What follows belongs to an exercise in optimizing a design on an open flow for small area, a short achievable clock period and few clock cycles per item; a production flow would make more cautious choices. At most, simulation tests tie the RTL to the original design; equivalence was not proved. Function not checked in runs 1 and 2: the RTL went through the layout flow alone. Power and IR drop assume default switching activity.

[design/flow/design.v]
package lfps_pkg;
  localparam int NUM_SENSORS = 16;
  localparam int SAMPLE_BITS = 12;
  localparam int THRESH_W    = 12;
  localparam int SUM_W       = 7;
  localparam int CNT_W       = 5;
  localparam int SUM_MAX     = 127;
  localparam int COUNT_MAX   = 31;
  localparam int POS_W       = 13;
  localparam int MIDDLE_Q8   = 1920;
  localparam int POS_MAX     = (NUM_SENSORS - 1) * 256;
  localparam int POS_NONE    = -256;
  localparam int DVD_W       = 21;
  localparam int DVS_W       = 32;
  localparam int INTEG_W     = 48;
  localparam int ACC_W       = 88;
  localparam int MUL_W       = 33;
  localparam int CORR_W      = 22;
  localparam int CORR_LIMIT  = 1048576;
  localparam int PWM_W       = 16;
  typedef enum logic [2:0] {
    REG_KP     = 3'd0,
    REG_KI     = 3'd1,
    REG_KD     = 3'd2,
    REG_CRUISE = 3'd3,
    REG_THRESH = 3'd4
  } reg_idx_t;
  typedef struct packed {
    logic signed [31:0]   kp;
    logic signed [31:0]   ki;
    logic signed [31:0]   kd;
    logic [PWM_W-1:0]     cruise;
    logic [THRESH_W-1:0]  thresh;
  } cfg_t;
  typedef struct packed {
    logic [SUM_W-1:0] index_sum;
    logic [CNT_W-1:0] hit_count;
    logic [31:0]      time_ms;
  } scan_t;
  typedef struct packed {
    logic signed [POS_W-1:0] position_q8;
    logic [PWM_W-1:0]        right_pwm;
    logic                    right_reverse;
    logic [PWM_W-1:0]        left_pwm;
    logic                    left_reverse;
  } result_t;
endpackage
module line_follow_pid_steering_core (
  input  logic        clk,
  input  logic        rst_n,
  input  logic        in_tvalid,
  output logic        in_tready,
  input  logic [47:0] in_tdata,    
  input  logic        in_tlast,    
  output logic        out_tvalid,
  input  logic        out_tready,
  output logic [47:0] out_tdata,
  input  logic        cfg_valid,
  output logic        cfg_ready,
  input  logic [2:0]  cfg_index,
  input  logic [31:0] cfg_data
);
  localparam logic [1:0] P_IDLE = 2'd0, P_DIV = 2'd1, P_ERR = 2'd2, P_DONE = 2'd3;
  localparam logic [1:0] B_IDLE = 2'd0, B_ABS = 2'd1, B_DIV = 2'd2, B_DONE = 2'd3;
  localparam logic [1:0] C_IDLE = 2'd0, C_RUN = 2'd1, C_RES = 2'd2;
  localparam logic [1:0] D_EMPTY = 2'd0, D_ACC = 2'd1, D_WHL = 2'd2, D_FULL = 2'd3;
  logic       rst_q;
  logic [1:0] p_st, b_st, c_st, d_st;
  logic [3:0] p_cnt, b_cnt, c_cnt;
  logic       c_ovl, out_valid_r;
  logic       handoff, p_idle_next, pb_xfer, bc_xfer, c_rot;
  always_ff @(posedge clk) rst_q <= rst_n;
  logic [31:0] kp_r, ki_r, kd_r;
  logic [15:0] cruise_r;
  logic [11:0] thresh_r;
  assign cfg_ready = 1'b1;
  always_ff @(posedge clk) begin
    if (!rst_q) begin
      kp_r     <= 32'd131072000;
      ki_r     <= '0;
      kd_r     <= '0;
      cruise_r <= 16'd40000;
      thresh_r <= 12'd1000;
    end else begin
      if (c_rot) begin
        kp_r <= {kp_r[1:0], kp_r[31:2]};
        ki_r <= {ki_r[1:0], ki_r[31:2]};
        kd_r <= {kd_r[1:0], kd_r[31:2]};
      end
      if (cfg_valid) begin
        case (cfg_index)
          3'd0: kp_r     <= cfg_data;
          3'd1: ki_r     <= cfg_data;
          3'd2: kd_r     <= cfg_data;
          3'd3: cruise_r <= cfg_data[15:0];
          3'd4: thresh_r <= cfg_data[11:0];
          default: ;
        endcase
      end
    end
  end
  logic        in_rdy_r;
  logic        cap_en_r;     
  logic        v_r, last_r, hit_r;
  logic [3:0]  idx_r;
  logic [31:0] ts_r;
  logic [6:0]  sum_r, sum_fin;
  logic [4:0]  cnt_r, cnt_fin;
  logic [7:0]  sum_add;
  logic        hold, v_next, last_next;
  assign in_tready = in_rdy_r;
  always_comb begin
    sum_add = {1'b0, sum_r} + {4'd0, idx_r};
    sum_fin = sum_r;
    cnt_fin = cnt_r;
    if (hit_r) begin
      sum_fin = sum_add[7] ? 7'd127 : sum_add[6:0];
      cnt_fin = (cnt_r == 5'd31) ? 5'd31 : cnt_r + 5'd1;
    end
  end
  assign handoff   = v_r && last_r && (p_st == P_IDLE);
  assign hold      = v_r && last_r && (p_st != P_IDLE);
  assign v_next    = in_rdy_r ? in_tvalid : hold;
  assign last_next = in_rdy_r ? in_tlast : last_r;
  always_ff @(posedge clk) begin
    if (cap_en_r) begin
      last_r <= in_tlast;
      hit_r  <= in_tdata[11:0] > thresh_r;
      idx_r  <= in_tdata[15:12];
      ts_r   <= in_tdata[47:16];
    end
  end
  always_ff @(posedge clk) begin
    if (!rst_q) begin
      in_rdy_r <= 1'b0;
      cap_en_r <= 1'b1;
      v_r      <= 1'b0;
      sum_r    <= '0;
      cnt_r    <= '0;
    end else begin
      v_r      <= v_next;
      in_rdy_r <= !(v_next && last_next && !p_idle_next);
      cap_en_r <= !(v_next && last_next && !p_idle_next);
      if (v_r && !hold) begin
        if (last_r) begin
          sum_r <= '0;
          cnt_r <= '0;
        end else begin
          sum_r <= sum_fin;
          cnt_r <= cnt_fin;
        end
      end
    end
  end
  logic [31:0]        prev_ts_r, pdt_r;
  logic               pbor_r;
  logic signed [12:0] prev_err_r;
  logic [4:0]         prem_r, pdvs_r;
  logic [12:0]        pq_r;         
  logic               pzero_r;
  logic [4:0]  pr [0:2];
  logic [11:0] pq [0:2];
  always_comb begin
    pr[0] = prem_r;
    pq[0] = pq_r[11:0];
    for (int i = 0; i < 2; i++) begin
      logic [5:0] r2;
      logic [6:0] d7;
      r2 = {pr[i], pq[i][11]};
      d7 = {1'b0, r2} - {2'b0, pdvs_r};
      if (!d7[6]) begin
        pr[i+1] = d7[4:0];
        pq[i+1] = {pq[i][10:0], 1'b1};
      end else begin
        pr[i+1] = r2[4:0];
        pq[i+1] = {pq[i][10:0], 1'b0};
      end
    end
  end
  logic [16:0] dlo_v, dhi_v;
  assign dlo_v = {1'b0, pdt_r[15:0]} - {1'b0, prev_ts_r[15:0]};
  assign dhi_v = {1'b0, pdt_r[31:16]} - {1'b0, prev_ts_r[31:16]} - {16'd0, pbor_r};
  logic signed [12:0] pos_v;
  assign pos_v = pzero_r ? -13'sd256 : $signed({1'b0, pq_r[11:0]});
  logic p_final;
  assign p_final = (p_st == P_DONE);
  always_ff @(posedge clk) begin
    if (!rst_q) begin
      p_st      <= P_IDLE;
      p_cnt     <= '0;
      prev_ts_r <= '0;
    end else begin
      case (p_st)
        P_IDLE: begin
          if (handoff) begin
            pdt_r   <= ts_r;
            prem_r  <= {2'd0, sum_fin[6:4]};
            pq_r    <= {1'b0, sum_fin[3:0], 8'd0};
            pdvs_r  <= cnt_fin;
            pzero_r <= (cnt_fin == 5'd0);
            p_cnt   <= '0;
            p_st    <= P_DIV;
          end
        end
        P_DIV: begin
          prem_r <= pr[2];
          pq_r   <= {1'b0, pq[2]};
          p_cnt  <= p_cnt + 4'd1;
          if (p_cnt == 4'd0) begin
            pdt_r[15:0]     <= dlo_v[15:0];
            pbor_r          <= dlo_v[16];
            prev_ts_r[15:0] <= pdt_r[15:0];
          end
          if (p_cnt == 4'd1) begin
            pdt_r[31:16]     <= dhi_v[15:0];
            prev_ts_r[31:16] <= pdt_r[31:16];
          end
          if (p_cnt == 4'd5) p_st <= P_ERR;
        end
        P_ERR: begin
          pq_r <= pos_v - 13'sd1920;
          p_st <= P_DONE;
        end
        default: begin
          if (pb_xfer) p_st <= P_IDLE;
        end
      endcase
    end
  end
  logic [31:0]        dt_r;
  logic [22:0]        d3_r;         
  logic               dbig_r, dzero_r;
  logic [21:0]        rem_r, q_r;
  logic               dsgn_r;
  logic [13:0]        mreg_r;       
  logic               mprev_r;
  logic [2:0]         mdig_r;       
  logic signed [35:0] accp_r;       
  logic [3:0]         mcnt_r;
  logic               icy_r, iovf_r;
  logic signed [13:0] diff_v;
  assign diff_v = {pq_r[12], pq_r} - {prev_err_r[12], prev_err_r};
  logic [23:0] r4, s1v, s2v, s3v;
  logic [21:0] rem_n, q_n;
  always_comb begin
    r4  = {rem_r, q_r[21:20]};
    s1v = r4 - {2'd0, dt_r[21:0]};
    s2v = r4 - {1'd0, dt_r[21:0], 1'b0};
    s3v = r4 - {1'd0, d3_r};
    if (dbig_r) begin
      rem_n = r4[21:0];
      q_n   = {q_r[19:0], 2'd0};
    end else if (!s3v[23]) begin
      rem_n = s3v[21:0];
      q_n   = {q_r[19:0], 2'd3};
    end else if (!s2v[23]) begin
      rem_n = s2v[21:0];
      q_n   = {q_r[19:0], 2'd2};
    end else if (!s1v[23]) begin
      rem_n = s1v[21:0];
      q_n   = {q_r[19:0], 2'd1};
    end else begin
      rem_n = r4[21:0];
      q_n   = {q_r[19:0], 2'd0};
    end
  end
  function automatic logic [2:0] booth_dig(input logic [2:0] b);
    booth_dig = {b[2], b[1] ^ b[0], (b[2] & ~b[1] & ~b[0]) | (~b[2] & b[1] & b[0])};
  endfunction
  logic [35:0] mmag;
  logic signed [35:0] msum;
  always_comb begin
    mmag = mdig_r[1] ? {4'd0, dt_r} : mdig_r[0] ? {3'd0, dt_r, 1'b0} : 36'd0;
    msum = accp_r + $signed(mmag ^ {36{mdig_r[2]}}) + 36'(mdig_r[2]);
  end
  logic signed [47:0] integ_r;
  logic [24:0]        ilo_v;
  logic [24:0]        ihi_v;
  assign ilo_v = {1'b0, integ_r[23:0]} + {1'b0, accp_r[9:0], mreg_r};
  assign ihi_v = {integ_r[47], integ_r[47:24]} + {accp_r[33], accp_r[33:10]} +
                 {24'd0, icy_r};
  always_ff @(posedge clk) begin
    if (!rst_q) begin
      b_st       <= B_IDLE;
      b_cnt      <= '0;
      prev_err_r <= '0;
    end else begin
      if (pb_xfer) begin
        prev_err_r <= pq_r;
        dt_r       <= pdt_r;
        q_r        <= 22'(diff_v);
        dsgn_r     <= diff_v[13];
        mreg_r     <= {pq_r[12], pq_r};
        mprev_r    <= 1'b0;
        mdig_r     <= booth_dig({pq_r[1:0], 1'b0});
        accp_r     <= '0;
        mcnt_r     <= '0;
        b_st       <= B_ABS;
      end else begin
        case (b_st)
          B_ABS: begin
            rem_r   <= '0;
            q_r     <= {1'b0, dsgn_r ? 13'(-q_r[13:0]) : q_r[12:0], 8'd0};
            d3_r    <= {1'b0, dt_r[21:0]} + {dt_r[21:0], 1'b0};
            dbig_r  <= |dt_r[31:21];
            dzero_r <= (dt_r == 32'd0);
            b_cnt   <= '0;
            b_st    <= B_DIV;
          end
          B_DIV: begin
            rem_r <= rem_n;
            q_r   <= q_n;
            b_cnt <= b_cnt + 4'd1;
            if (b_cnt == 4'd10) b_st <= B_DONE;
          end
          B_DONE: begin
            if (bc_xfer) b_st <= B_IDLE;
          end
          default: ;
        endcase
        if (b_st != B_IDLE) begin
          if (mcnt_r < 4'd7) begin
            accp_r  <= msum >>> 2;
            mreg_r  <= {msum[1:0], mreg_r[13:2]};
            mprev_r <= mreg_r[1];
            mdig_r  <= booth_dig(mreg_r[3:1]);
          end else if (mcnt_r == 4'd7) begin
            {accp_r[9:0], mreg_r} <= ilo_v[23:0];
            icy_r <= ilo_v[24];
          end else if (mcnt_r == 4'd8) begin
            accp_r[33:10] <= ihi_v[23:0];
            iovf_r        <= ihi_v[24] ^ ihi_v[23];
            accp_r[34]    <= ihi_v[24];
          end
          if (mcnt_r != 4'd9) mcnt_r <= mcnt_r + 4'd1;
        end
      end
    end
  end
  localparam logic [57:0] ACC_BIAS = 58'h0080000000200000;   
  localparam logic [57:0] ROW_G    = 58'h0080000000000000;   
  localparam logic [57:0] NEG_BIAS = 58'h037FFFFFFFE00000;   
  logic signed [12:0] e_r;
  logic [21:0]        dd_r;         
  logic               ds_r;         
  logic [55:0]        s_r, c_r;
  logic               cin_r, sticky_r;
  logic [2:0]         bp_r, bd_r, bi_r;    
  logic d_can_write, c_take, c_last, out_load;
  assign out_load    = (d_st == D_FULL) && !out_valid_r;
  assign d_can_write = (d_st == D_EMPTY) || out_load;
  assign c_last      = (c_st == C_RUN) && (c_cnt == 4'd15);
  assign c_take      = (c_st == C_IDLE) || (c_st == C_RES && d_can_write) ||
                       (c_last && d_can_write);
  assign bc_xfer     = (b_st == B_DONE) && c_take;
  assign pb_xfer     = p_final && ((b_st == B_IDLE) || bc_xfer);
  assign p_idle_next = ((p_st == P_IDLE) && !handoff) || pb_xfer;
  assign c_rot       = (c_st == C_RUN);
  logic [13:0] mE;
  logic [21:0] mD;
  logic [48:0] mI;
  logic [21:0] rowE;
  logic [22:0] rowD;
  logic [56:0] rowI;
  logic [57:0] sin, cinp, rdg, s1, c1, s2, c2, s3, c3;
  logic [2:0]  lowsum;
  logic        nD, nP, nI, first;
  always_comb begin
    first = (c_cnt == 4'd0);
    nP = bp_r[2];
    nI = bi_r[2];
    nD = bd_r[2] ^ ds_r;
    mE = bp_r[1] ? {e_r[12], e_r} : bp_r[0] ? {e_r, 1'b0} : 14'd0;
    mD = bd_r[1] ? dd_r : bd_r[0] ? {dd_r[20:0], 1'b0} : 22'd0;
    mI = bi_r[1] ? {integ_r[47], integ_r} : bi_r[0] ? {integ_r, 1'b0} : 49'd0;
    rowE = ({mE, 8'd0} ^ {22{nP}}) ^ 22'h200000;
    rowD = ({1'b0, mD} ^ {23{nD}}) ^ 23'h400000;
    rowI = ({mI, 8'd0} ^ {57{nI}}) ^ 57'h100000000000000;
    rdg  = {35'd0, rowD} | ROW_G;
    sin  = first ? ACC_BIAS : {2'd0, s_r};
    cinp = first ? 58'd0 : {2'd0, c_r};
    s1 = sin ^ cinp ^ {1'b0, rowI};
    c1 = {(sin[56:0] & cinp[56:0]) | (sin[56:0] & rowI) | (cinp[56:0] & rowI), nD};
    s2 = s1 ^ c1 ^ rdg;
    c2 = {(s1[56:0] & c1[56:0]) | (s1[56:0] & rdg[56:0]) | (c1[56:0] & rdg[56:0]), nP};
    s3 = s2 ^ c2 ^ {36'd0, rowE};
    c3 = {(s2[56:0] & c2[56:0]) | (s2[56:0] & {35'd0, rowE}) | (c2[56:0] & {35'd0, rowE}), nI};
    lowsum = {1'b0, s3[1:0]} + {1'b0, c3[1:0]} + {2'd0, (first ? 1'b0 : cin_r)};
  end
  always_ff @(posedge clk) begin
    if (!rst_q) begin
      c_st    <= C_IDLE;
      c_cnt   <= '0;
      c_ovl   <= 1'b0;
      integ_r <= '0;
    end else begin
      c_ovl <= 1'b0;
      if (c_st == C_RUN) begin
        s_r      <= s3[57:2];
        c_r      <= c3[57:2];
        cin_r    <= lowsum[2];
        sticky_r <= (first ? 1'b0 : sticky_r) | (|lowsum[1:0]);
        c_cnt    <= c_cnt + 4'd1;
        bp_r     <= booth_dig(kp_r[3:1]);
        bd_r     <= booth_dig(kd_r[3:1]);
        bi_r     <= booth_dig(ki_r[3:1]);
        if (c_last) begin
          if (d_can_write) begin
            c_ovl <= 1'b1;
            c_st  <= C_IDLE;
          end else begin
            c_st  <= C_RES;
          end
        end
      end else if (c_st == C_RES && d_can_write) begin
        c_st <= C_IDLE;
      end
      if (bc_xfer) begin
        e_r     <= prev_err_r;
        dd_r    <= dzero_r ? 22'd0 : q_r;
        ds_r    <= dsgn_r;
        if (iovf_r)
          integ_r <= accp_r[34] ? {1'b1, 47'd0} : {1'b0, {47{1'b1}}};
        else
          integ_r <= {accp_r[33:0], mreg_r};
        c_cnt   <= '0;
        c_st    <= C_RUN;
        bp_r    <= booth_dig({c_rot ? kp_r[3:2] : kp_r[1:0], 1'b0});
        bd_r    <= booth_dig({c_rot ? kd_r[3:2] : kd_r[1:0], 1'b0});
        bi_r    <= booth_dig({c_rot ? ki_r[3:2] : ki_r[1:0], 1'b0});
      end
    end
  end
  logic [20:0]        x_r;          
  logic               inc_r;        
  logic               big_r;        
  logic               cpos_r;       
  logic signed [12:0] dpos_r;
  logic               d_cap, dpos_cap;
  logic [57:0]        ys, yk;
  logic [21:0]        alo;
  function automatic logic carry_tree(input logic [35:0] g, input logic [35:0] p, input logic ci);
    logic [35:0] gg, pp;
    gg = g;
    pp = p;
    for (int w = 1; w < 64; w = w * 2) begin
      for (int i = 0; i < 36; i = i + 2 * w) begin
        if (i + w < 36) begin
          int hi;
          hi = (i + 2 * w - 1 < 36) ? i + 2 * w - 1 : 35;
          gg[hi] = gg[hi] | (pp[hi] & gg[i + w - 1]);
          pp[hi] = pp[hi] & pp[i + w - 1];
        end
      end
    end
    carry_tree = gg[35] | (pp[35] & ci);
  endfunction
  logic [57:21]       kz, ko;
  logic               hzero, hones, asign;
  logic [21:0]        xt;
  assign d_cap    = c_ovl || (c_st == C_RES && d_can_write);
  assign dpos_cap = (c_last && d_can_write) || (c_st == C_RES && d_can_write);
  always_comb begin
    ys = {2'd0, s_r} ^ {2'd0, c_r} ^ NEG_BIAS;
    yk = {({1'b0, s_r} & {1'b0, c_r}) | ({1'b0, s_r} & NEG_BIAS[56:0]) |
          ({1'b0, c_r} & NEG_BIAS[56:0]), cin_r};
    alo   = {1'b0, ys[20:0]} + {1'b0, yk[20:0]};
    asign = ys[57] ^ yk[57] ^ carry_tree(ys[56:21] & yk[56:21], ys[56:21] | yk[56:21], alo[21]);
    kz[21] = alo[21];
    ko[21] = alo[21];
    for (int i = 22; i <= 57; i++) begin
      kz[i] = ys[i-1] | yk[i-1];
      ko[i] = ys[i-1] & yk[i-1];
    end
    hzero = ((ys[57:21] ^ yk[57:21] ^ kz) == '0);
    hones = ((ys[57:21] ^ yk[57:21] ^ ko) == '1);
    xt = {1'b0, x_r} + {21'd0, inc_r};
  end
  logic [21:0] v_v;
  logic [21:0] w_v;
  logic        rev_v;
  logic [15:0] pwm_v;
  logic [16:0] slow_v, fast_v;
  always_comb begin
    v_v    = {6'd0, cruise_r} - {1'b0, x_r};
    w_v    = {1'b0, x_r} - {6'd0, cruise_r};
    rev_v  = v_v[21];
    pwm_v  = !rev_v ? v_v[15:0] : (|w_v[20:16] ? 16'hFFFF : w_v[15:0]);
    slow_v = {pwm_v, rev_v};
    fast_v = {cruise_r, 1'b0};
  end
  logic [46:0] out_r;
  assign out_tvalid = out_valid_r;
  assign out_tdata  = {1'b0, out_r};
  always_ff @(posedge clk) begin
    if (!rst_q) begin
      d_st        <= D_EMPTY;
      out_valid_r <= 1'b0;
    end else begin
      if (out_load) begin
        out_valid_r <= 1'b1;
        d_st        <= D_EMPTY;
      end else if (out_tready) begin
        out_valid_r <= 1'b0;
      end
      if (d_st == D_ACC) d_st <= D_WHL;
      if (d_st == D_WHL) d_st <= D_FULL;
      if (d_cap) d_st <= D_ACC;
    end
  end
  always_ff @(posedge clk) begin
    if (dpos_cap) dpos_r <= e_r + 13'sd1920;
    if (d_cap) begin
      big_r <= !(hzero || hones);
      if (!asign) begin
        x_r    <= alo[20:0];
        inc_r  <= 1'b0;
        cpos_r <= !hzero || (alo[20:0] != 21'd0);
      end else begin
        x_r    <= ~alo[20:0];
        inc_r  <= ~sticky_r;
        cpos_r <= 1'b0;
      end
    end
    if (d_st == D_ACC) begin
      x_r <= (big_r || xt > 22'h100000) ? 21'h100000 : xt[20:0];
    end
    if (d_st == D_WHL) begin
      x_r[16:0] <= slow_v;
    end
    if (out_load) begin
      out_r[46:34] <= dpos_r;
      out_r[33:0]  <= cpos_r ? {x_r[16:0], fast_v} : {fast_v, x_r[16:0]};
    end
  end
endmodule
[design/flow/config.mk]
export PLATFORM = sky130hd
export DESIGN_NAME = line_follow_pid_steering_core
export DESIGN_NICKNAME = line_follow_pid_steering_core
export VERILOG_FILES = /design/flow/design.v
export SDC_FILE = /design/flow/constraint.sdc
export NUM_CORES = 4
export LEC_CHECK = 0
export CAP_MARGIN = 20
export CORE_MARGIN = 2
export CORE_UTILIZATION = 40
export SETUP_SLACK_MARGIN = 5
export SLEW_MARGIN = 20
[design/flow/run.sh]
#!/bin/bash
# synth_recipe.tcl (not shown) runs the flow's synth.tcl, then flattens the netlist and writes it again
# the make line also repeats each setting of config.mk as NAME=value (left out here)
make -C /OpenROAD-flow-scripts/flow DESIGN_CONFIG=/design/flow/config.mk WORK_HOME=/design/flow/orfs CLKGATE_MAP_FILE= SYNTH_SCRIPT=/design/flow/synth_recipe.tcl finish
[design/flow/constraint.sdc]
create_clock -name core_clock -period 11.0 [get_ports {clk}]
set_input_delay 2.2000 -clock core_clock [delete_from_list [all_inputs] [get_ports {clk}]]
set_output_delay 2.2000 -clock core_clock [all_outputs]
set_load 0.01 [all_outputs]
==> results of run 1 <==
## through the flow
stage,hold WS (ns),std cells,worst slack [ns],util
floorplan,0.400,5941,5.68,-
global placement,0.403,7663,5.95,0.424
detailed placement,0.406,7664,5.93,0.424
CTS,0.420,7833,5.92,0.447
global route,0.427,7836,6.07,0.448
finish,0.418,7836,6.44,0.448
## metal layers
layer	part of all wire	routed length (um)	global-route usage
met3	0.044	6360	0.0263
met5	0.000089	13	0
met2	0.46	66300	0.334
met4	0.028	4130	0.0587
met1	0.47	68800	0.285
## kinds of logic (layout without fill, tap and decap cells)
kind of cell / Yosys count / after routing / synth area share
AOI/OAI and AO/OA: 1409 / 1409 / 0.176
xor gates and xnor gates: 421 / 421 / 0.0681
adders and majority gates: 678 / 678 / 0.173
buffers and inverters: 799 / 900 / 0.0554
DFF: 754 / 754 / 0.365
muxes: 38 / 38 / 0.00748
other: 2 / 2 / 0.000136
and+or+nand+nor: 1840 / 1840 / 0.155
## power by group through the flow
| stage | Combinational, uW | Sequential [uW] | Clock [uW] |
|---|---|---|---|
| 2_1_floorplan | 1520 | 3390 | 0 |
| 3_3_place_gp | 1940 | 3490 | 0 |
| 3_5_place_dp | 1950 | 3490 | 0 |
| 4_1_cts | 1970 | 3430 | 3260 |
| 5_1_grt | 2220 | 3460 | 3370 |
| 6_report | 1980 | 3430 | 3180 |
## final cells by class
class,count,share of cell area
clock buffers,114,0.0407
clock inverters,55,0.0107
inverters,545,0.0333
multi-input cells,4388,0.522
flip-flops and latches,754,0.328
well taps,1794,0.0366
repair buffers,186,0.0290
## flip-flops by register name, summed over array words and instances, names as in the netlist, 36 cells and up
register  cells
c_r          56
s_r          56
integ_r      48
out_r        47
accp_r       36
## critical path, delay by kind of cell (launching register included)
| kind | cells | cell delay, ns |
|---|---|---|
| compound gates | 6 | 1.47 |
| fa+ha+maj | 3 | 0.86 |
| simple gates | 5 | 0.61 |
| buf+inv | 3 | 0.51 |
| flops | 1 | 0.49 |
| mux | 1 | 0.34 |
## worst min-delay path by stage
stage | depth (start not counted) | slack (ns) | end | startpoint
3_5_place_dp | 0 | 0.41 | out_r[35] | dpos_r[1]
5_1_grt | 0 | 0.43 | out_r[37] | dpos_r[3]
6_report | 0 | 0.42 | out_r[35] | dpos_r[1]
4_1_cts | 0 | 0.42 | out_r[36] | dpos_r[2]
3_3_place_gp | 0 | 0.40 | out_r[36] | dpos_r[2]
2_1_floorplan | 0 | 0.40 | out_r[34] | dpos_r[0]
## placed cells by master (no fill, tap or decap), types with 17 or more instances in the layout
| cell | Yosys | layout |
|---|---|---|
| nor3_1 | 80 | 80 |
| ha_1 | 541 | 539 |
| clkdlybuf4s50_1 | 0 | 137 |
| o211a_1 | 126 | 126 |
| xnor2_1 | 315 | 314 |
| a21boi_0 | 97 | 97 |
| a31oi_1 | 44 | 44 |
| o21ai_0 | 292 | 292 |
| and3_1 | 35 | 34 |
| xor2_1 | 101 | 100 |
| and2_1 | 61 | 60 |
| nand2b_1 | 52 | 51 |
| edfxtp_1 | 499 | 499 |
| o31ai_1 | 36 | 36 |
| clkinv_2 | 0 | 17 |
| a21oi_1 | 302 | 298 |
| a211o_1 | 18 | 18 |
| mux2_2 | 25 | 25 |
| a211oi_1 | 48 | 48 |
| fa_1 | 137 | 137 |
| nand2_1 | 834 | 831 |
| dfxtp_1 | 255 | 253 |
| inv_1 | 540 | 540 |
| nor2b_1 | 97 | 93 |
| a22oi_1 | 71 | 71 |
| o21bai_1 | 21 | 21 |
| or3_1 | 28 | 28 |
| nor4_1 | 30 | 30 |
| nor2_1 | 300 | 299 |
| clkbuf_16 | 0 | 95 |
| a21o_1 | 89 | 89 |
| nand4_1 | 34 | 34 |
| nand3_1 | 199 | 198 |
| o21a_1 | 34 | 34 |
| o211ai_1 | 51 | 51 |
| buf_4 | 5 | 45 |
==> run_results.csv, run 1 <==
group,metric,value,unit
worst_setup_path,slowest_delay,0.62,ns
floorplan,row_count,136,
placement,finalWeightedCongestion,0.907,
synthesis,synthFlopType,"edfxtp_1",
finish,fin_nets,6733,
worst_setup_path,worst_setup_path_end_kind,"register",
floorplan,initial_core_util,0.402,
placement,io_buffer_count,137,
finish,fill_cells,13100,
routing,vias,42400,
sta,fin_crit,4.56,ns
pwr,p_per_area,140,nW/um2
sta,fin_skew,0.0630,ns
synthesis,synth_common_cells,"nand2_1 (834), ha_1 (541), inv_1 (540)",
pwr,netSwitchingPower,2680,uW
synthesis,ys_seq_area_frac,0.365,
worst_setup_path,worstPathMaxFanout,6,
worst_setup_path,required,11.39,ns
finish,seq_area,20100,um2
pwr,combPwrFrac,0.231,
worst_setup_path,r2r_start,"pq_r[11]",
synthesis,syn_inst,5941,
worst_setup_path,cp.arrival,4.95,ns
cts,htree_levels,3,
synthesis,syn_nets,6708,
synthesis,ys_warn_count,3,
cts,cts-buffers-inserted,91,
min_path,holdCritPathClass,"reg2reg",
synthesis,synth_edf_count,499,
routing,routedWlPerCell,18.6,um
finish,fin_area,61400,um2
finish,n_antenna_cell,0,
synthesis,synth_most_common_cell,"nand2_1",
synthesis,yosys.area.top_type_share,0.272,
sta,relSlewSlack,0.302,
global_route,grt_usage,0.205,
routing,routed_wl,146,mm
synthesis,synth-seq-cells,754,
global_route,grt_max_degree,98,
cts,cts-resized-gates,0,
cts,hold_buffers,0,
worst_setup_path,crit_chain,"inv_1, ha_1, inv_1, fa_1, a21oi_1, nor2b_1, o21ai_0, nand2_1, mux2_2, ha_1, nor2b_1, o21ai_0, nand2b_1, a221oi_1, clkbuf_2, nor3_1, a211oi_1, a21oi_1",
sta,tns,0,ns
routing,dr.pass1.iters,5,
sta,finalHoldViolations,0,
cts,cts_num_sinks,754,
synthesis,yosysTopAreaCell,"edfxtp_1",
cts,clk_pin_slew,0.06,ns
worst_setup_path,reg2reg_to,"prem_r[2]",
cts,clockBufferDepth,3,
placement,dp.final_hpwl,109,mm
worst_setup_path,worstRegToRegCells,18,
pwr,p_total,8600,uW
routing,drt_iter0_drc,2990,
worst_setup_path,critPathLaunch,"pq_r[11]",
sta,fmax,219,MHz
floorplan,io_pins,140,
synthesis,synth_async_sr_flop_share,0,
pwr,p_int,5920,uW
synthesis,syn_area_per_cell,9.26,um2
floorplan,die_h,375,um
floorplan,core,137000,um2
floorplan,die-area,141000,um2
cts,post_cts_buffers,0,
outcome,status,"no timing/DRC/antenna violations",
worst_setup_path,crit_type,"reg2reg",
worst_setup_path,crit_slowest_cell,"a221oi_1",
pwr,power.share.sequential,0.399,
pwr,p_leak,0.0256,uW
pwr,p_sw_frac,0.311,
worst_setup_path,start_kind,"register",
finish,multi_input_area,32000,um2
global_route,grt_pass1_wl,232,mm
finish,syn_to_final_growth,11.5,%
sta,worst_slew_pin_slew,1.05,ns
job,maxCapViolations,0,
sta,period_share,0.415,
routing,viasPerCell,5.41,
cts,cts-root-buf,"clkbuf_16",
synthesis,synth_cell_types,116,
global_route,grt_antenna_before_repair,1,
global_route,grt_remaining_overflow,0,
routing,drtAntennaViolNets,0,
cts,clk_latency,0.73,ns
cts,cts_tree,"done",
synthesis,synth.area.top_cells,"edfxtp_1 (27%), ha_1 (12%), dfxtp_1 (9.3%)",
sta,setup_viol,0,
worst_setup_path,cp-endpoint,"prem_r[2]",
sta,grt_setup_unrepaired,"no",
finish,layout-drive-gt1-share,0.0526,
synthesis,syn-cell-area,55000,um2
routing,drc_errors,0,
worst_setup_path,r2r_slack,6.44,ns
sta,slew_violations,0,
pwr,ir_drop,129,uV
global_route,grt_pass1_vias,41400,
floorplan,die_x,375,um
placement,dpl_cell_area,58100,um2
pwr,clkPwrFrac,0.370,
==> run 2, diff against run 1 <==
--- a/design/flow/design.v
+++ b/design/flow/design.v
@@ -68,7 +68,7 @@
   logic [1:0] p_st, b_st, c_st, d_st;
   logic [3:0] p_cnt, b_cnt, c_cnt;
   logic       c_ovl, out_valid_r;
-  logic       handoff, p_idle_next, pb_xfer, bc_xfer, c_rot;
+  logic       handoff, p_idle_next, pb_xfer, bc_xfer;
   always_ff @(posedge clk) rst_q <= rst_n;
   logic [31:0] kp_r, ki_r, kd_r;
   logic [15:0] cruise_r;
@@ -81,22 +81,15 @@
       kd_r     <= '0;
       cruise_r <= 16'd40000;
       thresh_r <= 12'd1000;
-    end else begin
-      if (c_rot) begin
-        kp_r <= {kp_r[1:0], kp_r[31:2]};
-        ki_r <= {ki_r[1:0], ki_r[31:2]};
-        kd_r <= {kd_r[1:0], kd_r[31:2]};
-      end
-      if (cfg_valid) begin
-        case (cfg_index)
-          3'd0: kp_r     <= cfg_data;
-          3'd1: ki_r     <= cfg_data;
-          3'd2: kd_r     <= cfg_data;
-          3'd3: cruise_r <= cfg_data[15:0];
-          3'd4: thresh_r <= cfg_data[11:0];
-          default: ;
-        endcase
-      end
+    end else if (cfg_valid) begin
+      case (cfg_index)
+        3'd0: kp_r     <= cfg_data;
+        3'd1: ki_r     <= cfg_data;
+        3'd2: kd_r     <= cfg_data;
+        3'd3: cruise_r <= cfg_data[15:0];
+        3'd4: thresh_r <= cfg_data[11:0];
+        default: ;
+      endcase
     end
   end
   logic        in_rdy_r;
@@ -355,7 +348,25 @@
   assign bc_xfer     = (b_st == B_DONE) && c_take;
   assign pb_xfer     = p_final && ((b_st == B_IDLE) || bc_xfer);
   assign p_idle_next = ((p_st == P_IDLE) && !handoff) || pb_xfer;
-  assign c_rot       = (c_st == C_RUN);
+  logic [3:0]  bj;
+  logic [32:0] kpx, kdx, kix;
+  logic [2:0]  tp, td, ti;
+  always_comb begin
+    bj  = bc_xfer ? 4'd0 : c_cnt + 4'd1;
+    kpx = {kp_r, 1'b0};
+    kdx = {kd_r, 1'b0};
+    kix = {ki_r, 1'b0};
+    tp = '0;
+    td = '0;
+    ti = '0;
+    for (int j = 0; j < 16; j++) begin
+      if (bj == 4'(j)) begin
+        tp = tp | kpx[2*j +: 3];
+        td = td | kdx[2*j +: 3];
+        ti = ti | kix[2*j +: 3];
+      end
+    end
+  end
   logic [13:0] mE;
   logic [21:0] mD;
   logic [48:0] mI;
@@ -401,9 +412,9 @@
         cin_r    <= lowsum[2];
         sticky_r <= (first ? 1'b0 : sticky_r) | (|lowsum[1:0]);
         c_cnt    <= c_cnt + 4'd1;
-        bp_r     <= booth_dig(kp_r[3:1]);
-        bd_r     <= booth_dig(kd_r[3:1]);
-        bi_r     <= booth_dig(ki_r[3:1]);
+        bp_r     <= booth_dig(tp);
+        bd_r     <= booth_dig(td);
+        bi_r     <= booth_dig(ti);
         if (c_last) begin
           if (d_can_write) begin
             c_ovl <= 1'b1;
@@ -425,9 +436,9 @@
           integ_r <= {accp_r[33:0], mreg_r};
         c_cnt   <= '0;
         c_st    <= C_RUN;
-        bp_r    <= booth_dig({c_rot ? kp_r[3:2] : kp_r[1:0], 1'b0});
-        bd_r    <= booth_dig({c_rot ? kd_r[3:2] : kd_r[1:0], 1'b0});
-        bi_r    <= booth_dig({c_rot ? ki_r[3:2] : ki_r[1:0], 1'b0});
+        bp_r    <= booth_dig(tp);
+        bd_r    <= booth_dig(td);
+        bi_r    <= booth_dig(ti);
       end
     end
   end
==> design/flow/flow/run.sh (new file) <==
#!/bin/bash
set -euo pipefail
bash standard.sh SETUP_SLACK_MARGIN=7 finish > standard.log 2>&1
==> design/flow/standard.sh (new file) <==
#!/bin/bash
# synth_recipe.tcl (not shown) runs the flow's synth.tcl, then flattens the netlist and writes it again
# the make line also repeats each setting of config.mk as NAME=value (left out here)
make -C /OpenROAD-flow-scripts/flow DESIGN_CONFIG=/design/flow/config.mk WORK_HOME=/design/flow/orfs CLKGATE_MAP_FILE= SYNTH_SCRIPT=/design/flow/synth_recipe.tcl "${@:-finish}"
--- a/design/flow/config.mk
+++ b/design/flow/config.mk
@@ -8,5 +8,4 @@
 export CAP_MARGIN = 20
 export CORE_MARGIN = 2
 export CORE_UTILIZATION = 40
-export SETUP_SLACK_MARGIN = 5
 export SLEW_MARGIN = 20
removed: design/flow/run.sh
==> run_results.csv, run 2 <==
group,metric,value,unit
synthesis,ys_warn_count,3,
worst_setup_path,cp.arrival,4.40,ns
routing,dr.pass1.iters,9,
synthesis,yosys.area.top_type_share,0.276,
worst_setup_path,crit_type,"reg2reg",
routing,drtAntennaViolNets,0,
synthesis,syn_inst,5936,
cts,cts-buffers-inserted,92,
global_route,grt_antenna_before_repair,4,
cts,htree_levels,3,
synthesis,synth_cell_types,104,
sta,period_share,0.355,
placement,dp.final_hpwl,114,mm
routing,viasPerCell,5.45,
global_route,grt_pass1_wl,236,mm
worst_setup_path,crit_cells,15,
floorplan,row_count,135,
synthesis,yosysTopAreaCell,"edfxtp_1",
synthesis,synthFlopType,"edfxtp_1",
sta,setup_viol,0,
floorplan,initial_core_util,0.402,
worst_setup_path,r2r_slack,7.09,ns
pwr,p_total,8220,uW
synthesis,synth_edf_count,499,
cts,cts-root-buf,"clkbuf_16",
finish,reg.largest.list,"c_r x56, s_r x56, integ_r x48",
floorplan,die_x,372,um
outcome,status,"no timing/DRC/antenna violations",
sta,postLayoutSetupSlackWorst,7.09,ns
pwr,p_leak,0.0242,uW
worst_setup_path,critPathLaunch,"mdig_r[1]",
floorplan,io_pins,140,
sta,fin_crit,3.91,ns
sta,grt_setup_unrepaired,"yes",
sta,relSlewSlack,0.307,
sta,fin_skew,0.0525,ns
synthesis,syn-cell-area,54300,um2
synthesis,synthMuxAreaShare,0.0117,
routing,routedWlPerCell,19.4,um
min_path,holdCritPathClass,"reg2reg",
finish,syn_to_final_growth,12.9,%
synthesis,synth-xor-area-share,0.0690,
synthesis,synth_async_sr_flop_share,0,
worst_setup_path,cp-endpoint,"accp_r[34]",
sta,hold-worst-slack,0.411,ns
worst_setup_path,required,11.49,ns
cts,clk_latency,0.72,ns
pwr,p_per_area,134,nW/um2
placement,finalWeightedCongestion,0.920,
global_route,grt_max_degree,113,
finish,layout-drive-gt1-share,0.0595,
sta,fmax,256,MHz
worst_setup_path,r2r_start,"mdig_r[1]",
pwr,ir_drop,145,uV
synthesis,syn_nets,6703,
floorplan,die-area,139000,um2
finish,finish.utilization,0.454,
worst_setup_path,slowest_delay,0.45,ns
global_route,grt_usage,0.215,
placement,io_buffer_count,137,
synthesis,synth_common_cells,"nand2_1 (799), inv_1 (562), ha_1 (541)",
cts,cts_num_sinks,754,
floorplan,die_h,372,um
synthesis,synthAdderAreaFrac,0.175,
synthesis,synth_top_family_by_area,"adder cells",
sta,worst_slew_pin_slew,1.04,ns
routing,vias,42900,
sta,finalHoldViolations,0,
worst_setup_path,reg2reg_to,"accp_r[34]",
routing,routed_wl,152,mm
worst_setup_path,crit_buf_inv,1,
synthesis,synth.area.top_cells,"edfxtp_1 (28%), ha_1 (12%), dfxtp_1 (9.4%)",
placement,place_ws,6.21,ns
worst_setup_path,cpLargestDelayFamily,"compound AO/OA/AOI/OAI gates",
sta,slew_violations,0,
worst_setup_path,worstPathMaxFanout,7,
worst_setup_path,worst_setup_path_end_kind,"register",
worst_setup_path,worstRegToRegCells,15,
worst_setup_path,crit_chain,"nor2b_4, buf_12, a22oi_1, xnor2_1, ha_1, and4_1, nor2b_1, a221o_1, a21oi_2, a31oi_4, a221oi_2, o21ai_2, and3_1, o21a_1, a2111oi_2",
synthesis,syn_area_per_cell,9.15,um2
floorplan,core,135000,um2
job,maxCapViolations,0,
cts,clockBufferDepth,3,
finish,layout_common_cells,"nand2_1 (796), inv_1 (560), ha_1 (534)",
global_route,grt_pass1_vias,40500,
routing,drc_errors,0,
synthesis,synth_simple_gate_area_frac,0.145,
finish,layout_commonest_cell,"nand2_1",
synthesis,synth-compound-area-share,0.172,
routing,drt_iter0_drc,3403,
cts,cts_tree,"done",
synthesis,synth_most_common_cell,"nand2_1",
synthesis,ys_seq_area_frac,0.370,
worst_setup_path,crit_slowest_cell,"edfxtp_1",
worst_setup_path,start_kind,"register",
synthesis,synth-seq-cells,754,
sta,tns,0,ns
cts,clk_pin_slew,0.06,ns
finish,fin_nets,6769,
global_route,grt_remaining_overflow,0,
-- run 2: cell types whose count changed after synthesis, moves of 29 or more --
cell	delta
o211a_1	-124
a211oi_1	+30
nand3_1	-102
a21oi_1	+190
a22oi_1	+29
nor2_1	+58
nand2_1	-35
a21boi_0	-77
xor2_1	+36
-- run 2: area by class of cell --
class                           instances  area [um2]
Antenna cell                            1        2.50
Clock buffer                          128        2570
Clock inverter                         43         549
Fill cell                           12900       73800
Inverter                              565        2130
Multi-Input combinational cell       4370       31600
Sequential cell                       754       20100
Tap cell                             1781        2230
Timing Repair Buffer                  219        2130
-- run 2: worst min path at each step --
stage,startpoint,end,slack (ns),cells after the start
floorplan,dpos_r[0],out_r[34],0.40,0
global placement,dpos_r[3],out_r[37],0.40,0
detailed placement,dpos_r[8],out_r[42],0.40,0
CTS,dpos_r[8],out_r[42],0.41,0
global route,dpos_r[8],out_r[42],0.43,0
finish,dpos_r[8],out_r[42],0.41,0
-- run 2: stage by stage --
stage	area (um2)	instances
floorplan	54400	5936
global route	61300	7861
CTS	60800	7837
finish	61300	7861
global placement	57400	7650
detailed placement	57400	7650
-- run 2: cells by family after synthesis --
| family | count (synthesis) |
|---|---|
| adder cells (fa/ha/maj) | 678 |
| XOR/XNOR | 426 |
| buffers and inverters | 813 |
| AND/OR/NAND/NOR | 1741 |
| multiplexers | 60 |
| AO/OA/AOI/OAI | 1462 |
| flip-flops | 754 |
| other | 2 |
-- run 2: power breakdown --
part / switching [uW] / internal [uW]
clock: 1310 / 1840
sequential: 159 / 3190
combinational: 998 / 714
total: 2470 / 5750
-- run 2: per-layer routing --
metal	up-vias	part of all wire	track usage
li1	21000	-	-
met1	20500	0.46	0.306
met2	1139	0.46	0.343
met3	198	0.055	0.0294
met4	6	0.024	0.0534
met5	-	0.00017	0
-- run 2: worst reg2reg max path: cells and delay by family, from the launching register on --
kind            cells  cell delay (ns)
buf+inv             1             0.16
simple gates        4             0.85
compound gates      8             1.70
flops               1             0.45
fa+ha+maj           1             0.36
xor+xnor            1             0.17
-- run 2: what timing repair did --
item / 4_1_cts / 5_1_grt
resized for setup: 22 / 72
setup buffers: 15 / 20
hold buffers: 0 / 0
pin swaps: 7 / 17
setup endpoints to repair: 90 / 84
gates cloned: 1 / 2
==> run 3, diff against run 2 <==
--- a/design/flow/design.v
+++ b/design/flow/design.v
@@ -63,12 +63,12 @@
   localparam logic [1:0] P_IDLE = 2'd0, P_DIV = 2'd1, P_ERR = 2'd2, P_DONE = 2'd3;
   localparam logic [1:0] B_IDLE = 2'd0, B_ABS = 2'd1, B_DIV = 2'd2, B_DONE = 2'd3;
   localparam logic [1:0] C_IDLE = 2'd0, C_RUN = 2'd1, C_RES = 2'd2;
-  localparam logic [1:0] D_EMPTY = 2'd0, D_ACC = 2'd1, D_WHL = 2'd2, D_FULL = 2'd3;
+  localparam logic [1:0] D_EMPTY = 2'd0, D_ACC = 2'd1, D_FULL = 2'd2;
   logic       rst_q;
   logic [1:0] p_st, b_st, c_st, d_st;
   logic [3:0] p_cnt, b_cnt, c_cnt;
   logic       c_ovl, out_valid_r;
-  logic       handoff, p_idle_next, pb_xfer, bc_xfer;
+  logic       handoff, p_idle_next, pb_xfer, bc_xfer, c_rot;
   always_ff @(posedge clk) rst_q <= rst_n;
   logic [31:0] kp_r, ki_r, kd_r;
   logic [15:0] cruise_r;
@@ -81,19 +81,25 @@
       kd_r     <= '0;
       cruise_r <= 16'd40000;
       thresh_r <= 12'd1000;
-    end else if (cfg_valid) begin
-      case (cfg_index)
-        3'd0: kp_r     <= cfg_data;
-        3'd1: ki_r     <= cfg_data;
-        3'd2: kd_r     <= cfg_data;
-        3'd3: cruise_r <= cfg_data[15:0];
-        3'd4: thresh_r <= cfg_data[11:0];
-        default: ;
-      endcase
+    end else begin
+      if (c_rot) begin
+        kp_r <= {kp_r[1:0], kp_r[31:2]};
+        ki_r <= {ki_r[1:0], ki_r[31:2]};
+        kd_r <= {kd_r[1:0], kd_r[31:2]};
+      end
+      if (cfg_valid) begin
+        case (cfg_index)
+          3'd0: kp_r     <= cfg_data;
+          3'd1: ki_r     <= cfg_data;
+          3'd2: kd_r     <= cfg_data;
+          3'd3: cruise_r <= cfg_data[15:0];
+          3'd4: thresh_r <= cfg_data[11:0];
+          default: ;
+        endcase
+      end
     end
   end
   logic        in_rdy_r;
-  logic        cap_en_r;     
   logic        v_r, last_r, hit_r;
   logic [3:0]  idx_r;
   logic [31:0] ts_r;
@@ -116,7 +122,7 @@
   assign v_next    = in_rdy_r ? in_tvalid : hold;
   assign last_next = in_rdy_r ? in_tlast : last_r;
   always_ff @(posedge clk) begin
-    if (cap_en_r) begin
+    if (in_rdy_r) begin
       last_r <= in_tlast;
       hit_r  <= in_tdata[11:0] > thresh_r;
       idx_r  <= in_tdata[15:12];
@@ -126,14 +132,12 @@
   always_ff @(posedge clk) begin
     if (!rst_q) begin
       in_rdy_r <= 1'b0;
-      cap_en_r <= 1'b1;
       v_r      <= 1'b0;
       sum_r    <= '0;
       cnt_r    <= '0;
     end else begin
       v_r      <= v_next;
       in_rdy_r <= !(v_next && last_next && !p_idle_next);
-      cap_en_r <= !(v_next && last_next && !p_idle_next);
       if (v_r && !hold) begin
         if (last_r) begin
           sum_r <= '0;
@@ -227,7 +231,6 @@
   logic               dsgn_r;
   logic [13:0]        mreg_r;       
   logic               mprev_r;
-  logic [2:0]         mdig_r;       
   logic signed [35:0] accp_r;       
   logic [3:0]         mcnt_r;
   logic               icy_r, iovf_r;
@@ -257,14 +260,18 @@
       q_n   = {q_r[19:0], 2'd0};
     end
   end
-  function automatic logic [2:0] booth_dig(input logic [2:0] b);
-    booth_dig = {b[2], b[1] ^ b[0], (b[2] & ~b[1] & ~b[0]) | (~b[2] & b[1] & b[0])};
-  endfunction
-  logic [35:0] mmag;
-  logic signed [35:0] msum;
+  logic [2:0]         mb;
+  logic signed [35:0] mpp, msum;
   always_comb begin
-    mmag = mdig_r[1] ? {4'd0, dt_r} : mdig_r[0] ? {3'd0, dt_r, 1'b0} : 36'd0;
-    msum = accp_r + $signed(mmag ^ {36{mdig_r[2]}}) + 36'(mdig_r[2]);
+    mb = {mreg_r[1:0], mprev_r};
+    case (mb)
+      3'b001, 3'b010: mpp = $signed({4'd0, dt_r});
+      3'b011:         mpp = $signed({3'd0, dt_r, 1'b0});
+      3'b100:         mpp = ~$signed({3'd0, dt_r, 1'b0});
+      3'b101, 3'b110: mpp = ~$signed({4'd0, dt_r});
+      default:        mpp = '0;
+    endcase
+    msum = accp_r + mpp + 36'(mb[2] & ~(mb[1] & mb[0]));
   end
   logic signed [47:0] integ_r;
   logic [24:0]        ilo_v;
@@ -285,7 +292,6 @@
         dsgn_r     <= diff_v[13];
         mreg_r     <= {pq_r[12], pq_r};
         mprev_r    <= 1'b0;
-        mdig_r     <= booth_dig({pq_r[1:0], 1'b0});
         accp_r     <= '0;
         mcnt_r     <= '0;
         b_st       <= B_ABS;
@@ -316,7 +322,6 @@
             accp_r  <= msum >>> 2;
             mreg_r  <= {msum[1:0], mreg_r[13:2]};
             mprev_r <= mreg_r[1];
-            mdig_r  <= booth_dig(mreg_r[3:1]);
           end else if (mcnt_r == 4'd7) begin
             {accp_r[9:0], mreg_r} <= ilo_v[23:0];
             icy_r <= ilo_v[24];
@@ -348,25 +353,10 @@
   assign bc_xfer     = (b_st == B_DONE) && c_take;
   assign pb_xfer     = p_final && ((b_st == B_IDLE) || bc_xfer);
   assign p_idle_next = ((p_st == P_IDLE) && !handoff) || pb_xfer;
-  logic [3:0]  bj;
-  logic [32:0] kpx, kdx, kix;
-  logic [2:0]  tp, td, ti;
-  always_comb begin
-    bj  = bc_xfer ? 4'd0 : c_cnt + 4'd1;
-    kpx = {kp_r, 1'b0};
-    kdx = {kd_r, 1'b0};
-    kix = {ki_r, 1'b0};
-    tp = '0;
-    td = '0;
-    ti = '0;
-    for (int j = 0; j < 16; j++) begin
-      if (bj == 4'(j)) begin
-        tp = tp | kpx[2*j +: 3];
-        td = td | kdx[2*j +: 3];
-        ti = ti | kix[2*j +: 3];
-      end
-    end
-  end
+  assign c_rot       = (c_st == C_RUN);
+  function automatic logic [2:0] booth_dig(input logic [2:0] b);
+    booth_dig = {b[2], b[1] ^ b[0], (b[2] & ~b[1] & ~b[0]) | (~b[2] & b[1] & b[0])};
+  endfunction
   logic [13:0] mE;
   logic [21:0] mD;
   logic [48:0] mI;
@@ -412,9 +402,9 @@
         cin_r    <= lowsum[2];
         sticky_r <= (first ? 1'b0 : sticky_r) | (|lowsum[1:0]);
         c_cnt    <= c_cnt + 4'd1;
-        bp_r     <= booth_dig(tp);
-        bd_r     <= booth_dig(td);
-        bi_r     <= booth_dig(ti);
+        bp_r     <= booth_dig(kp_r[3:1]);
+        bd_r     <= booth_dig(kd_r[3:1]);
+        bi_r     <= booth_dig(ki_r[3:1]);
         if (c_last) begin
           if (d_can_write) begin
             c_ovl <= 1'b1;
@@ -436,9 +426,9 @@
           integ_r <= {accp_r[33:0], mreg_r};
         c_cnt   <= '0;
         c_st    <= C_RUN;
-        bp_r    <= booth_dig(tp);
-        bd_r    <= booth_dig(td);
-        bi_r    <= booth_dig(ti);
+        bp_r    <= booth_dig({c_rot ? kp_r[3:2] : kp_r[1:0], 1'b0});
+        bd_r    <= booth_dig({c_rot ? kd_r[3:2] : kd_r[1:0], 1'b0});
+        bi_r    <= booth_dig({c_rot ? ki_r[3:2] : ki_r[1:0], 1'b0});
       end
     end
   end
@@ -450,22 +440,7 @@
   logic               d_cap, dpos_cap;
   logic [57:0]        ys, yk;
   logic [21:0]        alo;
-  function automatic logic carry_tree(input logic [35:0] g, input logic [35:0] p, input logic ci);
-    logic [35:0] gg, pp;
-    gg = g;
-    pp = p;
-    for (int w = 1; w < 64; w = w * 2) begin
-      for (int i = 0; i < 36; i = i + 2 * w) begin
-        if (i + w < 36) begin
-          int hi;
-          hi = (i + 2 * w - 1 < 36) ? i + 2 * w - 1 : 35;
-          gg[hi] = gg[hi] | (pp[hi] & gg[i + w - 1]);
-          pp[hi] = pp[hi] & pp[i + w - 1];
-        end
-      end
-    end
-    carry_tree = gg[35] | (pp[35] & ci);
-  endfunction
+  logic [57:0]        afull;
   logic [57:21]       kz, ko;
   logic               hzero, hones, asign;
   logic [21:0]        xt;
@@ -476,7 +451,8 @@
     yk = {({1'b0, s_r} & {1'b0, c_r}) | ({1'b0, s_r} & NEG_BIAS[56:0]) |
           ({1'b0, c_r} & NEG_BIAS[56:0]), cin_r};
     alo   = {1'b0, ys[20:0]} + {1'b0, yk[20:0]};
-    asign = ys[57] ^ yk[57] ^ carry_tree(ys[56:21] & yk[56:21], ys[56:21] | yk[56:21], alo[21]);
+    afull = ys + yk;
+    asign = afull[57];
     kz[21] = alo[21];
     ko[21] = alo[21];
     for (int i = 22; i <= 57; i++) begin
@@ -514,8 +490,7 @@
       end else if (out_tready) begin
         out_valid_r <= 1'b0;
       end
-      if (d_st == D_ACC) d_st <= D_WHL;
-      if (d_st == D_WHL) d_st <= D_FULL;
+      if (d_st == D_ACC) d_st <= D_FULL;
       if (d_cap) d_st <= D_ACC;
     end
   end
@@ -536,12 +511,9 @@
     if (d_st == D_ACC) begin
       x_r <= (big_r || xt > 22'h100000) ? 21'h100000 : xt[20:0];
     end
-    if (d_st == D_WHL) begin
-      x_r[16:0] <= slow_v;
-    end
     if (out_load) begin
       out_r[46:34] <= dpos_r;
-      out_r[33:0]  <= cpos_r ? {x_r[16:0], fast_v} : {fast_v, x_r[16:0]};
+      out_r[33:0]  <= cpos_r ? {slow_v, fast_v} : {fast_v, slow_v};
     end
   end
 endmodule
==> design/flow/run.sh (new file) <==
#!/bin/bash
# synth_recipe.tcl (not shown) runs the flow's synth.tcl, then flattens the netlist and writes it again
# the make line also repeats each setting of config.mk as NAME=value (left out here)
make -C /OpenROAD-flow-scripts/flow DESIGN_CONFIG=/design/flow/config.mk WORK_HOME=/design/flow/orfs CLKGATE_MAP_FILE= SYNTH_SCRIPT=/design/flow/synth_recipe.tcl finish
--- a/design/flow/config.mk
+++ b/design/flow/config.mk
@@ -8,4 +8,5 @@
 export CAP_MARGIN = 20
 export CORE_MARGIN = 2
 export CORE_UTILIZATION = 40
+export SETUP_SLACK_MARGIN = 5
 export SLEW_MARGIN = 20
removed: design/flow/flow/run.sh
removed: design/flow/standard.sh
==> run_results.csv, run 3 <==
group,metric,value,unit
synthesis,ys_seq_area_frac,0.364,
min_path,holdCritPathClass,"reg2reg",
placement,finalWeightedCongestion,0.911,
outcome,status,"no timing/DRC/antenna violations",
synthesis,synthFlopType,"edfxtp_1",
synthesis,yosys.area.top_type_share,0.271,
synthesis,ys_warn_count,3,
finish,fin_nets,6722,
placement,dp.final_hpwl,107,mm
synthesis,syn_inst,5949,
worst_setup_path,crit_type,"reg2reg",
sta,fin_skew,0.0362,ns
finish,layout-drive-gt1-share,0.0491,
finish,reg.largest.list,"c_r x56, s_r x56, integ_r x48",
placement,placed_cells,7658,
finish,layout_commonest_cell,"nand2_1",
synthesis,synth_async_sr_flop_share,0,
pwr,p_leak,0.0255,uW
floorplan,row_count,136,
synthesis,syn-cell-area,55000,um2
sta,slew_violations,0,
worst_setup_path,crit_chain,"buf_4, inv_1, or3_1, nor2_1, a221oi_1, inv_1, ha_1, nor2b_1, o2111ai_1, nand3_1, a211o_1, a21oi_1, o211ai_1, nand2_1, o21ai_0, a2111o_1, o211a_1",
cts,cts_tree,"done",
floorplan,die-area,140000,um2
worst_setup_path,worstPathMaxFanout,37,
synthesis,synthMuxAreaShare,0.00744,
cts,cts-resized-gates,0,
worst_setup_path,crit_slowest_cell,"or3_1",
worst_setup_path,required,11.46,ns
min_path,min-delay-start,"c_ovl",
floorplan,core,137000,um2
synthesis,synth_top_family_by_area,"compound AO/OA/AOI/OAI gates",
sta,finalHoldViolations,0,
routing,routedWlPerCell,18.5,um
worst_setup_path,start_kind,"register",
sta,fin_crit,5.08,ns
cts,cts-root-buf,"clkbuf_16",
floorplan,io_pins,140,
cts,clk_latency,0.73,ns
sta,tns,0,ns
synthesis,synth_most_common_cell,"nand2_1",
cts,post_cts_buffers,0,
cts,hold_buffers,0,
pwr,p_total,10300,uW
routing,dr.pass1.iters,5,
sta,period_share,0.462,
worst_setup_path,cpMostUsedCell,"inv_1",
placement,io_buffer_count,137,
routing,drtAntennaViolNets,0,
synthesis,synthAdderAreaFrac,0.173,
synthesis,synth-xor-area-share,0.0669,
synthesis,yosysTopAreaCell,"edfxtp_1",
global_route,grt_max_degree,168,
cts,clockBufferDepth,3,
synthesis,synth_cell_types,107,
synthesis,synth.area.top_cells,"edfxtp_1 (27%), ha_1 (12%), dfxtp_1 (9.3%)",
finish,layout_common_cells,"nand2_1 (855), inv_1 (564), ha_1 (537)",
sta,setup_viol,0,
sta,fmax,197,MHz
floorplan,die_x,375,um
synthesis,synth-compound-area-share,0.182,
synthesis,syn_area_per_cell,9.24,um2
cts,cts_num_sinks,751,
routing,routed_wl,145,mm
finish,syn_to_final_growth,11.0,%
worst_setup_path,slowest_delay,0.70,ns
global_route,grt_remaining_overflow,0,
synthesis,synth_simple_gate_area_frac,0.148,
sta,grt_setup_unrepaired,"no",
sta,worst_slew_pin_slew,1.10,ns
routing,vias,42600,
global_route,grt_usage,0.205,
cts,clk_pin_slew,0.06,ns
global_route,grt_pass1_vias,41600,
job,maxCapViolations,0,
pwr,ir_drop,113,uV
global_route,grt_antenna_before_repair,3,
cts,cts-buffers-inserted,91,
floorplan,initial_core_util,0.401,
sta,relSlewSlack,0.264,
finish,n_antenna_cell,0,
pwr,p_per_area,168,nW/um2
routing,drt_iter0_drc,3066,
synthesis,syn_nets,6714,
finish,finalNonFillerCells,7827,
worst_setup_path,worst_setup_path_end_kind,"register",
worst_setup_path,r2r_start,"mreg_r[1]",
global_route,grt_pass1_wl,232,mm
synthesis,synth_edf_count,496,
cts,htree_levels,3,
routing,drc_errors,0,
worst_setup_path,cp.arrival,5.55,ns
worst_setup_path,critPathLaunch,"mreg_r[1]",
synthesis,synth-seq-cells,751,
floorplan,die_h,375,um
synthesis,synth_common_cells,"nand2_1 (858), inv_1 (564), ha_1 (538)",
routing,viasPerCell,5.44,
==> run 3: cell types whose count changed in the layout (fill, tap and decap cells not counted), moves of 49 or more <==
cell | before | now
nand3_1 | 93 | 188
nor2_1 | 354 | 240
nand2_1 | 796 | 855
a21boi_0 | 20 | 108
a211oi_1 | 73 | 24
o211a_1 | 2 | 131
a21oi_1 | 482 | 283
==> run 3: cell families after synthesis <==
| group | after synthesis |
|---|---|
| adders and majority gates | 676 |
| other | 2 |
| AOI/OAI and AO/OA | 1452 |
| muxes | 38 |
| DFF | 751 |
| xor gates and xnor gates | 419 |
| and+or+nand+nor | 1774 |
| buffers and inverters | 837 |
==> run 3: routing by layer <==
layer | GRT usage | vias up | part of all wire
met5 | 0 | - | 0
met4 | 0.0596 | 0 | 0.028
met3 | 0.0261 | 237 | 0.042
met2 | 0.344 | 905 | 0.47
met1 | 0.275 | 20500 | 0.46
li1 | - | 21000 | -
==> run 3: path summary, 6_finish.rpt <==
check                to  slack [ns]  cells after the start
max          accp_r[31]        5.92                     17
min             d_st[1]        0.42                      1
max reg2reg  accp_r[31]        5.92                     17
min reg2reg     d_st[1]        0.42                      1
==> run 3: stage by stage <==
stage          instance area (um2)   util  hold slack, ns  worst slack, ns
2_1_floorplan                55000      -           0.399             6.53
3_3_place_gp                 58000  0.423           0.405             5.95
3_5_place_dp                 58000  0.423           0.407             5.93
4_1_cts                      61000  0.445           0.422             5.90
5_1_grt                      61000  0.445           0.429             5.42
6_report                     61000  0.445           0.420             5.92
==> run 3: cell type report <==
cell class                      count  area [um2]
Sequential cell                   751       20000
Tap cell                         1794        2240
Fill cell                       13200       76000
Inverter                          569        2140
Clock inverter                     41         453
Multi-Input combinational cell   4361       31900
Timing Repair Buffer              183        1740
Clock buffer                      128        2540
==> run 3: worst max-delay path: cells and delay by family (launching register included) <==
family / cells / cell delay [ns]
AO/OA/AOI/OAI: 8 / 2.30
adder cells (fa/ha/maj): 1 / 0.27
AND/OR/NAND/NOR: 5 / 1.26
flip-flops: 1 / 0.35
buffers and inverters: 3 / 0.64
==> run 3: power by group <==
group          total (uW)  switching, uW  internal, uW
Clock                3050           1290          1760
Combinational        3550           2130          1410
Sequential           3670            259          3420
Total               10300           3690          6590
Testbench counts of run 3, summed over its fixed seeds: cycles 5,456, scans 320.

[separate check: timing with driven ports]
In the flow no input, the clock included, has a driving cell. The finished layouts below were timed again as built, in two steps.
Step 1 sets driving cells, clkbuf_16 on the clock port and buf_2 on the other inputs (assumed; they add their load-dependent delay and slew).
Step 2 moves the port delays by t, midway between the first and last clock arrival at a register: inputs arrive t later, outputs are due t later. That takes back most of the time a late clock gives input paths.
Three values: ideal, step 1, step 2; two values: the first two.
run	t, ns	slack for setup (ns)	pins driven straight from the clock port
run 1	0.765	6.436 / 6.436 / 6.436	1
run 2	0.772	7.092 / 7.092 / 6.520	1
run 3	0.784	5.917 / 5.917 / 5.917	1
After both steps every run listed still meets setup and hold. For run 2, which loses most, drivers alone change the setup slack by 0.000 ns; drivers and shift together by -0.572 ns.
